From an optimization exercise on the open Yosys and OpenROAD flow, aimed at small area, a short achievable clock period and few clock cycles per item; shortcuts taken in it are not production practice. RTL that was checked went through simulation tests only; none was proved equivalent to the original. Power is estimated from default activity; no workload was simulated.

==> inputs of run a <==
==> flow/design.v <==
module scalar_kalman_filter (
  input  logic                 clk,
  input  logic                 rst,
  input  logic                 cfg_we,
  input  logic [2:0]           cfg_index,
  input  logic [31:0]          cfg_data,
  input  logic                 obs_valid,
  output logic                 obs_ready,
  input  logic [31:0]          obs_observation,
  input  logic                 obs_restart,
  output logic                 res_valid,
  input  logic                 res_ready,
  output logic [31:0]          res_estimate,
  output logic [16:0]          res_gain,
  output logic [31:0]          res_error_variance
);
  logic [31:0] cfg_r, cfg_q, cfg_x0, cfg_p0;
  logic        res_vld;
  logic [31:0] obs_q;
  logic        obs_rs_q;
  logic        obs_full;
  logic        busy;
  logic [3:0]  cnt;
  logic [32:0] rem;       
  logic [32:0] den;       
  logic [31:0] pm_q;      
  logic [32:0] dif;       
  logic        r0_q;      
  logic        one_q;     
  logic [15:0] kd;        
  logic [1:0]  qd_q;      
  logic [49:0] xacc;      
  logic [48:0] uacc;      
  logic        memo_ok;   
  logic        memo_q;    
  logic fin, fire, start, accept, iter, acc, memo0, uload, mac_a, mac_b;
  assign fin    = busy && (cnt == 4'd9);
  assign fire   = fin && res_ready;
  assign start  = obs_full && (fire || !busy);
  assign obs_ready = !obs_full;
  assign accept = obs_valid && obs_ready;
  assign memo0  = busy && (cnt == 4'd0) && memo_ok && (rem[31:0] == pm_q);
  assign iter   = busy && !cnt[3] && !memo0;
  assign uload  = busy && (cnt == 4'd0) && !memo0;
  assign acc    = busy && (cnt != 4'd0) && (cnt != 4'd9) && !memo_q;
  assign mac_a  = busy && ((cnt == 4'd4) || memo0);
  assign mac_b  = busy && (cnt == 4'd8);
  logic [31:0] est_new, var_new;
  assign est_new = xacc[47:16];
  assign var_new = uacc[47:16];
  logic [31:0] x_b, p_b;
  logic [32:0] dif_nx;
  logic [32:0] pm_raw;
  logic [33:0] den_raw;
  logic [32:0] den_sat;
  logic [31:0] pm_nx;
  logic [32:0] den_nx;
  logic        r0, one_nx;
  assign x_b    = obs_rs_q ? cfg_x0 : est_new;
  assign p_b    = obs_rs_q ? cfg_p0 : var_new;
  assign dif_nx = {obs_q[31], obs_q} - (obs_rs_q ? {cfg_x0[31], cfg_x0} : xacc[48:16]);
  assign pm_raw  = {1'b0, p_b} + {1'b0, cfg_q};
  logic [33:0] dn_s, dn_c;
  assign dn_s    = {2'b0, p_b ^ cfg_q ^ cfg_r};
  assign dn_c    = {1'b0, (p_b & cfg_q) | (p_b & cfg_r) | (cfg_q & cfg_r), 1'b0};
  assign den_raw = dn_s + dn_c;
  assign den_sat = {1'b0, 32'hFFFF_FFFF} + {1'b0, cfg_r};
  assign pm_nx   = pm_raw[32] ? 32'hFFFF_FFFF : pm_raw[31:0];
  assign den_nx  = pm_raw[32] ? den_sat : den_raw[32:0];
  assign r0      = (cfg_r == 32'd0);
  assign one_nx  = r0 && ((p_b != 32'd0) || (cfg_q != 32'd0));
  logic [35:0] r4, t1, t2, t3;
  logic [1:0]  qd;
  logic [32:0] rem_nx;
  assign r4 = {1'b0, rem, 2'b00};
  assign t1 = r4 - {3'b0, den};
  assign t2 = r4 - {2'b0, den, 1'b0};
  logic [35:0] t3a, t3b, t3s, t3c;
  assign t3a = ~{3'b0, den};
  assign t3b = ~{2'b0, den, 1'b0};
  assign t3s = r4 ^ t3a ^ t3b;
  assign t3c = {(r4[34:0] & t3a[34:0]) | (r4[34:0] & t3b[34:0]) | (t3a[34:0] & t3b[34:0]), 1'b1};
  assign t3 = t3s + t3c + 36'd1;
  always_comb begin
    if (r0_q) begin
      qd = 2'd0;
    end else if (!t3[35]) begin
      qd = 2'd3;
    end else if (!t2[35]) begin
      qd = 2'd2;
    end else if (!t1[35]) begin
      qd = 2'd1;
    end else begin
      qd = 2'd0;
    end
  end
  always_comb begin
    unique case (qd)
      2'd3:    rem_nx = t3[32:0];
      2'd2:    rem_nx = t2[32:0];
      2'd1:    rem_nx = t1[32:0];
      default: rem_nx = r4[32:0];
    endcase
  end
  logic [48:0] uacc_nx;
  logic [48:0] ua, ub, us3, uc3;
  assign ua  = {uacc[46:0], 2'b00};
  assign ub  = qd_q[1] ? ~{16'd0, pm_q, 1'b0} : 49'd0;
  logic [48:0] u3;
  assign u3  = qd_q[0] ? ~{17'd0, pm_q} : 49'd0;
  assign us3 = ua ^ ub ^ u3;
  assign uc3 = {(ua[47:0] & ub[47:0]) | ((ua[47:0] | ub[47:0]) & u3[47:0]), qd_q[1]};
  assign uacc_nx = us3 + uc3 + {48'd0, qd_q[0]};
  logic [8:0]  kp;
  logic [10:0] ky;
  logic [49:0] dx;
  logic [49:0] brow [5];
  logic [4:0]  bneg;
  assign kp = mac_b ? {1'b0, kd[7:0]} : {one_q, (cnt[2] ? kd[7:0] : kd[15:8])};
  assign ky = {1'b0, kp, 1'b0};
  assign dx = {{17{dif[32]}}, dif};
  for (genvar j = 0; j < 5; j++) begin : g_booth
    logic        one, two;
    logic [49:0] m, mi;
    assign one     = ky[2*j+1] ^ ky[2*j];
    assign two     = (ky[2*j+2] & !ky[2*j+1] & !ky[2*j]) | (!ky[2*j+2] & ky[2*j+1] & ky[2*j]);
    assign bneg[j] = ky[2*j+2] & !(ky[2*j+1] & ky[2*j]);
    assign m       = one ? dx : (two ? {dx[48:0], 1'b0} : 50'd0);
    assign mi      = bneg[j] ? ~m : m;
    assign brow[j] = mi << (2 * j);
  end
  logic [49:0] mac_acc, mac_v;
  logic        rnd;
  assign rnd     = mac_b && dif[32];
  assign mac_acc = {xacc[41:0], 1'b0, bneg[3], 1'b0, bneg[2], 1'b0, bneg[1], 1'b0, bneg[0]};
  assign mac_v   = {33'd0, rnd ? (bneg[4] ? 17'h100FF : 17'h0FFFF)
                                : (bneg[4] ? 17'h00100 : 17'h00000)};
  logic [49:0] l1a, l1b, l1c, l1d, l2a, l2b, l3a, l3b, l4a, l4b;
  logic [49:0] xacc_mac;
  assign l1a = brow[0] ^ brow[1] ^ brow[2];
  assign l1b = {(brow[0][48:0] & brow[1][48:0]) | (brow[0][48:0] & brow[2][48:0]) | (brow[1][48:0] & brow[2][48:0]), 1'b0};
  assign l1c = brow[3] ^ brow[4] ^ mac_acc;
  assign l1d = {(brow[3][48:0] & brow[4][48:0]) | (brow[3][48:0] & mac_acc[48:0]) | (brow[4][48:0] & mac_acc[48:0]), 1'b0};
  assign l2a = l1a ^ l1b ^ l1c;
  assign l2b = {(l1a[48:0] & l1b[48:0]) | (l1a[48:0] & l1c[48:0]) | (l1b[48:0] & l1c[48:0]), 1'b0};
  assign l3a = l2a ^ l2b ^ l1d;
  assign l3b = {(l2a[48:0] & l2b[48:0]) | (l2a[48:0] & l1d[48:0]) | (l2b[48:0] & l1d[48:0]), 1'b0};
  assign l4a = l3a ^ l3b ^ mac_v;
  assign l4b = {(l3a[48:0] & l3b[48:0]) | (l3a[48:0] & mac_v[48:0]) | (l3b[48:0] & mac_v[48:0]), 1'b0};
  assign xacc_mac = l4a + l4b;
  always_ff @(posedge clk) begin
    if (rst) begin
      cfg_r  <= 32'd65536;
      cfg_q  <= 32'd655;
      cfg_x0 <= 32'd0;
      cfg_p0 <= 32'd65536;
    end else if (cfg_we) begin
      case (cfg_index)
        3'd0: cfg_r  <= cfg_data;
        3'd1: cfg_q  <= cfg_data;
        3'd2: cfg_x0 <= cfg_data;
        3'd3: cfg_p0 <= cfg_data;
        default: ;
      endcase
    end
  end
  always_ff @(posedge clk) begin
    if (rst) begin
      obs_full <= 1'b0;
    end else if (accept) begin
      obs_full <= 1'b1;
    end else if (start) begin
      obs_full <= 1'b0;
    end
  end
  always_ff @(posedge clk) begin
    if (accept) begin
      obs_q    <= obs_observation;
      obs_rs_q <= obs_restart;
    end
  end
  always_ff @(posedge clk) begin
    if (rst) begin
      busy <= 1'b0;
      cnt  <= 4'd0;
    end else if (start) begin
      busy <= 1'b1;
      cnt  <= 4'd0;
    end else if (fire) begin
      busy <= 1'b0;
    end else if (memo0) begin
      cnt  <= 4'd8;
    end else if (busy && !fin) begin
      cnt  <= cnt + 4'd1;
    end
  end
  always_ff @(posedge clk) begin
    if (rst) begin
      res_vld <= 1'b0;
    end else if (busy && (cnt == 4'd8)) begin
      res_vld <= 1'b1;
    end else if (res_ready) begin
      res_vld <= 1'b0;
    end
  end
  always_ff @(posedge clk) begin
    if (rst) begin
      xacc <= 50'd0;
      uacc <= {17'd1, 32'd0};
      dif  <= 33'd0;
    end else begin
      if (start) begin
        xacc <= {{18{x_b[31]}}, x_b};
        dif  <= dif_nx;
      end else if (mac_a || mac_b) begin
        xacc <= xacc_mac;
      end
      if (uload) begin
        uacc <= one_q ? 49'd0 : {17'd0, rem[31:0]};
      end else if (acc) begin
        uacc <= uacc_nx;
      end
    end
  end
  always_ff @(posedge clk) begin
    if (rst) begin
      memo_ok <= 1'b0;
    end else if (cfg_we && (cfg_index == 3'd0)) begin
      memo_ok <= 1'b0;
    end else if (busy && (cnt == 4'd8)) begin
      memo_ok <= 1'b1;
    end
  end
  always_ff @(posedge clk) begin
    if (start) begin
      rem   <= {1'b0, pm_nx};
      den   <= den_nx;
      r0_q  <= r0;
      one_q <= one_nx;
    end else if (iter) begin
      rem   <= rem_nx;
      kd    <= {kd[13:0], qd};
      qd_q  <= qd;
    end
    if (uload) begin
      pm_q  <= rem[31:0];
    end
    if (busy && (cnt == 4'd0)) begin
      memo_q <= memo0;
    end
  end
  assign res_valid          = res_vld;
  assign res_estimate       = est_new;
  assign res_gain           = {one_q, kd};
  assign res_error_variance = var_new;
endmodule
==> flow/run.sh <==
#!/bin/bash
# synth_recipe.tcl (not shown) runs the flow's synth.tcl, then flattens the netlist and writes it again
# the make line also repeats each setting of config.mk as NAME=value (left out here)
make -C /OpenROAD-flow-scripts/flow DESIGN_CONFIG=/design/flow/config.mk WORK_HOME=/design/flow/orfs CLKGATE_MAP_FILE= SYNTH_SCRIPT=/design/flow/synth_recipe.tcl finish
==> flow/config.mk <==
export PLATFORM = sky130hd
export DESIGN_NAME = scalar_kalman_filter
export DESIGN_NICKNAME = scalar_kalman_filter
export VERILOG_FILES = /design/flow/design.v
export SDC_FILE = /design/flow/constraint.sdc
export NUM_CORES = 4
export LEC_CHECK = 0
export CAP_MARGIN = 20
export CORE_MARGIN = 2
export CORE_UTILIZATION = 60
export SETUP_SLACK_MARGIN = 5
export SLEW_MARGIN = 20
export TNS_END_PERCENT = 100
==> flow/constraint.sdc <==
create_clock -name core_clock -period 11.0 [get_ports {clk}]
set_input_delay 2.2000 -clock core_clock [delete_from_list [all_inputs] [get_ports {clk}]]
set_output_delay 2.2000 -clock core_clock [all_outputs]
set_load 0.01 [all_outputs]
==> run b (differences from run a) <==
--- a/flow/design.v
+++ b/flow/design.v
@@ -33,16 +33,12 @@
   logic [48:0] uacc;      
-  logic        memo_ok;   
-  logic        memo_q;    
-  logic fin, fire, start, accept, iter, acc, memo0, uload, mac_a, mac_b;
+  logic fin, fire, go, prep, start, accept, iter, acc;
   assign fin    = busy && (cnt == 4'd9);
   assign fire   = fin && res_ready;
-  assign start  = obs_full && (fire || !busy);
+  assign go     = obs_full && (fire || !busy);
+  assign prep   = go && obs_rs_q;
+  assign start  = go && !obs_rs_q;
   assign obs_ready = !obs_full;
   assign accept = obs_valid && obs_ready;
-  assign memo0  = busy && (cnt == 4'd0) && memo_ok && (rem[31:0] == pm_q);
-  assign iter   = busy && !cnt[3] && !memo0;
-  assign uload  = busy && (cnt == 4'd0) && !memo0;
-  assign acc    = busy && (cnt != 4'd0) && (cnt != 4'd9) && !memo_q;
-  assign mac_a  = busy && ((cnt == 4'd4) || memo0);
-  assign mac_b  = busy && (cnt == 4'd8);
+  assign iter   = busy && !cnt[3];
+  assign acc    = busy && (cnt != 4'd0) && (cnt != 4'd9);
   logic [31:0] est_new, var_new;
@@ -58,5 +54,5 @@
   logic        r0, one_nx;
-  assign x_b    = obs_rs_q ? cfg_x0 : est_new;
-  assign p_b    = obs_rs_q ? cfg_p0 : var_new;
-  assign dif_nx = {obs_q[31], obs_q} - (obs_rs_q ? {cfg_x0[31], cfg_x0} : xacc[48:16]);
+  assign x_b    = est_new;
+  assign p_b    = var_new;
+  assign dif_nx = {obs_q[31], obs_q} - xacc[48:16];
   assign pm_raw  = {1'b0, p_b} + {1'b0, cfg_q};
@@ -104,4 +100,11 @@
   end
+  logic [49:0] xacc_nx;
   logic [48:0] uacc_nx;
+  logic [49:0] xa, xb, xs3, xc3;
   logic [48:0] ua, ub, us3, uc3;
+  assign xa  = {xacc[47:0], dif[32], dif[32]};
+  assign xb  = qd_q[1] ? {{16{dif[32]}}, dif, 1'b0} : 50'd0;
+  assign xs3 = xa ^ xb ^ (qd_q[0] ? {{17{dif[32]}}, dif} : 50'd0);
+  assign xc3 = {(xa[48:0] & xb[48:0]) | ((xa[48:0] | xb[48:0]) & (qd_q[0] ? {{16{dif[32]}}, dif} : 49'd0)), 1'b0};
+  assign xacc_nx = xs3 + xc3;
   assign ua  = {uacc[46:0], 2'b00};
@@ -113,39 +116,2 @@
   assign uacc_nx = us3 + uc3 + {48'd0, qd_q[0]};
-  logic [8:0]  kp;
-  logic [10:0] ky;
-  logic [49:0] dx;
-  logic [49:0] brow [5];
-  logic [4:0]  bneg;
-  assign kp = mac_b ? {1'b0, kd[7:0]} : {one_q, (cnt[2] ? kd[7:0] : kd[15:8])};
-  assign ky = {1'b0, kp, 1'b0};
-  assign dx = {{17{dif[32]}}, dif};
-  for (genvar j = 0; j < 5; j++) begin : g_booth
-    logic        one, two;
-    logic [49:0] m, mi;
-    assign one     = ky[2*j+1] ^ ky[2*j];
-    assign two     = (ky[2*j+2] & !ky[2*j+1] & !ky[2*j]) | (!ky[2*j+2] & ky[2*j+1] & ky[2*j]);
-    assign bneg[j] = ky[2*j+2] & !(ky[2*j+1] & ky[2*j]);
-    assign m       = one ? dx : (two ? {dx[48:0], 1'b0} : 50'd0);
-    assign mi      = bneg[j] ? ~m : m;
-    assign brow[j] = mi << (2 * j);
-  end
-  logic [49:0] mac_acc, mac_v;
-  logic        rnd;
-  assign rnd     = mac_b && dif[32];
-  assign mac_acc = {xacc[41:0], 1'b0, bneg[3], 1'b0, bneg[2], 1'b0, bneg[1], 1'b0, bneg[0]};
-  assign mac_v   = {33'd0, rnd ? (bneg[4] ? 17'h100FF : 17'h0FFFF)
-                                : (bneg[4] ? 17'h00100 : 17'h00000)};
-  logic [49:0] l1a, l1b, l1c, l1d, l2a, l2b, l3a, l3b, l4a, l4b;
-  logic [49:0] xacc_mac;
-  assign l1a = brow[0] ^ brow[1] ^ brow[2];
-  assign l1b = {(brow[0][48:0] & brow[1][48:0]) | (brow[0][48:0] & brow[2][48:0]) | (brow[1][48:0] & brow[2][48:0]), 1'b0};
-  assign l1c = brow[3] ^ brow[4] ^ mac_acc;
-  assign l1d = {(brow[3][48:0] & brow[4][48:0]) | (brow[3][48:0] & mac_acc[48:0]) | (brow[4][48:0] & mac_acc[48:0]), 1'b0};
-  assign l2a = l1a ^ l1b ^ l1c;
-  assign l2b = {(l1a[48:0] & l1b[48:0]) | (l1a[48:0] & l1c[48:0]) | (l1b[48:0] & l1c[48:0]), 1'b0};
-  assign l3a = l2a ^ l2b ^ l1d;
-  assign l3b = {(l2a[48:0] & l2b[48:0]) | (l2a[48:0] & l1d[48:0]) | (l2b[48:0] & l1d[48:0]), 1'b0};
-  assign l4a = l3a ^ l3b ^ mac_v;
-  assign l4b = {(l3a[48:0] & l3b[48:0]) | (l3a[48:0] & mac_v[48:0]) | (l3b[48:0] & mac_v[48:0]), 1'b0};
-  assign xacc_mac = l4a + l4b;
   always_ff @(posedge clk) begin
@@ -178,3 +144,7 @@
       obs_q    <= obs_observation;
+    end
+    if (accept) begin
       obs_rs_q <= obs_restart;
+    end else if (prep) begin
+      obs_rs_q <= 1'b0;
     end
@@ -190,4 +160,2 @@
       busy <= 1'b0;
-    end else if (memo0) begin
-      cnt  <= 4'd8;
     end else if (busy && !fin) begin
@@ -210,23 +178,12 @@
       dif  <= 33'd0;
-    end else begin
-      if (start) begin
-        xacc <= {{18{x_b[31]}}, x_b};
-        dif  <= dif_nx;
-      end else if (mac_a || mac_b) begin
-        xacc <= xacc_mac;
-      end
-      if (uload) begin
-        uacc <= one_q ? 49'd0 : {17'd0, rem[31:0]};
-      end else if (acc) begin
-        uacc <= uacc_nx;
-      end
-    end
-  end
-  always_ff @(posedge clk) begin
-    if (rst) begin
-      memo_ok <= 1'b0;
-    end else if (cfg_we && (cfg_index == 3'd0)) begin
-      memo_ok <= 1'b0;
-    end else if (busy && (cnt == 4'd8)) begin
-      memo_ok <= 1'b1;
+    end else if (prep) begin
+      xacc <= {{2{cfg_x0[31]}}, cfg_x0, 16'd0};
+      uacc <= {1'b0, cfg_p0, 16'd0};
+    end else if (start) begin
+      xacc <= one_nx ? {{18{obs_q[31]}}, obs_q} : {{18{x_b[31]}}, x_b};
+      uacc <= one_nx ? 49'd0 : {17'd0, pm_nx};
+      dif  <= dif_nx;
+    end else if (acc) begin
+      xacc <= xacc_nx;
+      uacc <= uacc_nx;
     end
@@ -237,4 +194,7 @@
       den   <= den_nx;
+      pm_q  <= pm_nx;
       r0_q  <= r0;
       one_q <= one_nx;
+      kd    <= 16'd0;
+      qd_q  <= 2'd0;
     end else if (iter) begin
@@ -243,8 +203,2 @@
       qd_q  <= qd;
-    end
-    if (uload) begin
-      pm_q  <= rem[31:0];
-    end
-    if (busy && (cnt == 4'd0)) begin
-      memo_q <= memo0;
     end
==> flow/flow/run.sh (new file) <==
#!/bin/bash
set -euo pipefail
sed -e 's/SETUP_SLACK_MARGIN=[0-9.]*/SETUP_SLACK_MARGIN=6.6/' standard.sh > standard_margin.sh
grep -q 'SETUP_SLACK_MARGIN=6.6' standard_margin.sh
bash standard_margin.sh > standard.log 2>&1
==> flow/standard.sh (new file) <==
#!/bin/bash
# synth_recipe.tcl (not shown) runs the flow's synth.tcl, then flattens the netlist and writes it again
# the make line also repeats each setting of config.mk as NAME=value (left out here)
make -C /OpenROAD-flow-scripts/flow DESIGN_CONFIG=/design/flow/config.mk WORK_HOME=/design/flow/orfs CLKGATE_MAP_FILE= SYNTH_SCRIPT=/design/flow/synth_recipe.tcl "${@:-finish}"
CTS_CLUSTER_DIAMETER = 80   (was default)
CTS_CLUSTER_SIZE = 40   (was default)
removed: flow/run.sh
==> run summary <==
cell total after placement=5891; Post-synth EDFFs=149; Switch Pwr=5.015 mW; area grow syn2layout=12.18%; outcome=timing/DRC/antenna clean; Seq/total area=20.26%; first-pass GRT wire length=220.4 mm; routed len/inst=23.99 µm; gr usage total=38.50%; combinational fraction of design power=64.9%; Largest register FFs=49; Die ar.=74240 µm²; Worst Hold End=cfg_p0[23]; Crit path buffers/inverters=8; post-route minimum period=7.764 ns; post-synthesis mux area share=4.270%
The numbers above come from run a.

==> run summary <==
routed len/inst=23.65 µm; post-synthesis mux area share=1.072%; area grow syn2layout=12.05%; Switch Pwr=3.235 mW; outcome=timing/DRC/antenna clean; post-route minimum period=4.413 ns; combinational fraction of design power=54.2%; cell total after placement=5098
The numbers above come from run b.

Testbench counts of run b, summed over its fixed seeds: cycles 16,024, items 1,600.
For run a, only the layout was checked, not whether the RTL still works.

[afterwards: timing with drivers on the ports]
How much do the figures lean on ideal ports? The routed layouts below were timed once more, with nothing changed but the port constraints.
Step 1 (the two cells are an assumption about what drives the block):
set clk [get_ports {clk}]
set_driving_cell -lib_cell sky130_fd_sc_hd__clkbuf_16 $clk
set_driving_cell -lib_cell sky130_fd_sc_hd__buf_2 [delete_from_list [all_inputs] $clk]
Step 2 adds t to the input delays and takes it off the output delays; t is the mean of the earliest and latest rising clock arrival at the registers after step 1. Input paths then give back, and output paths get back, about the clock's delay inside the block.
Slacks: no drivers / after step 1 / after step 2; pairs: no drivers / after step 1.
run	t (ns)	setup slack, ns	clock arrival spread, ns	slew at the worst register clock pin (ns)
run a	0.679	3.236 / 3.236 / 3.236	0.022 / 0.022	0.07 / 0.07
run b	0.706	6.587 / 6.587 / 6.064	0.027 / 0.027	0.10 / 0.10
After both steps setup and hold are still met in every run listed. The setup slack of run b, which loses most, moves by 0.000 ns with the drivers and by -0.523 ns with both steps.
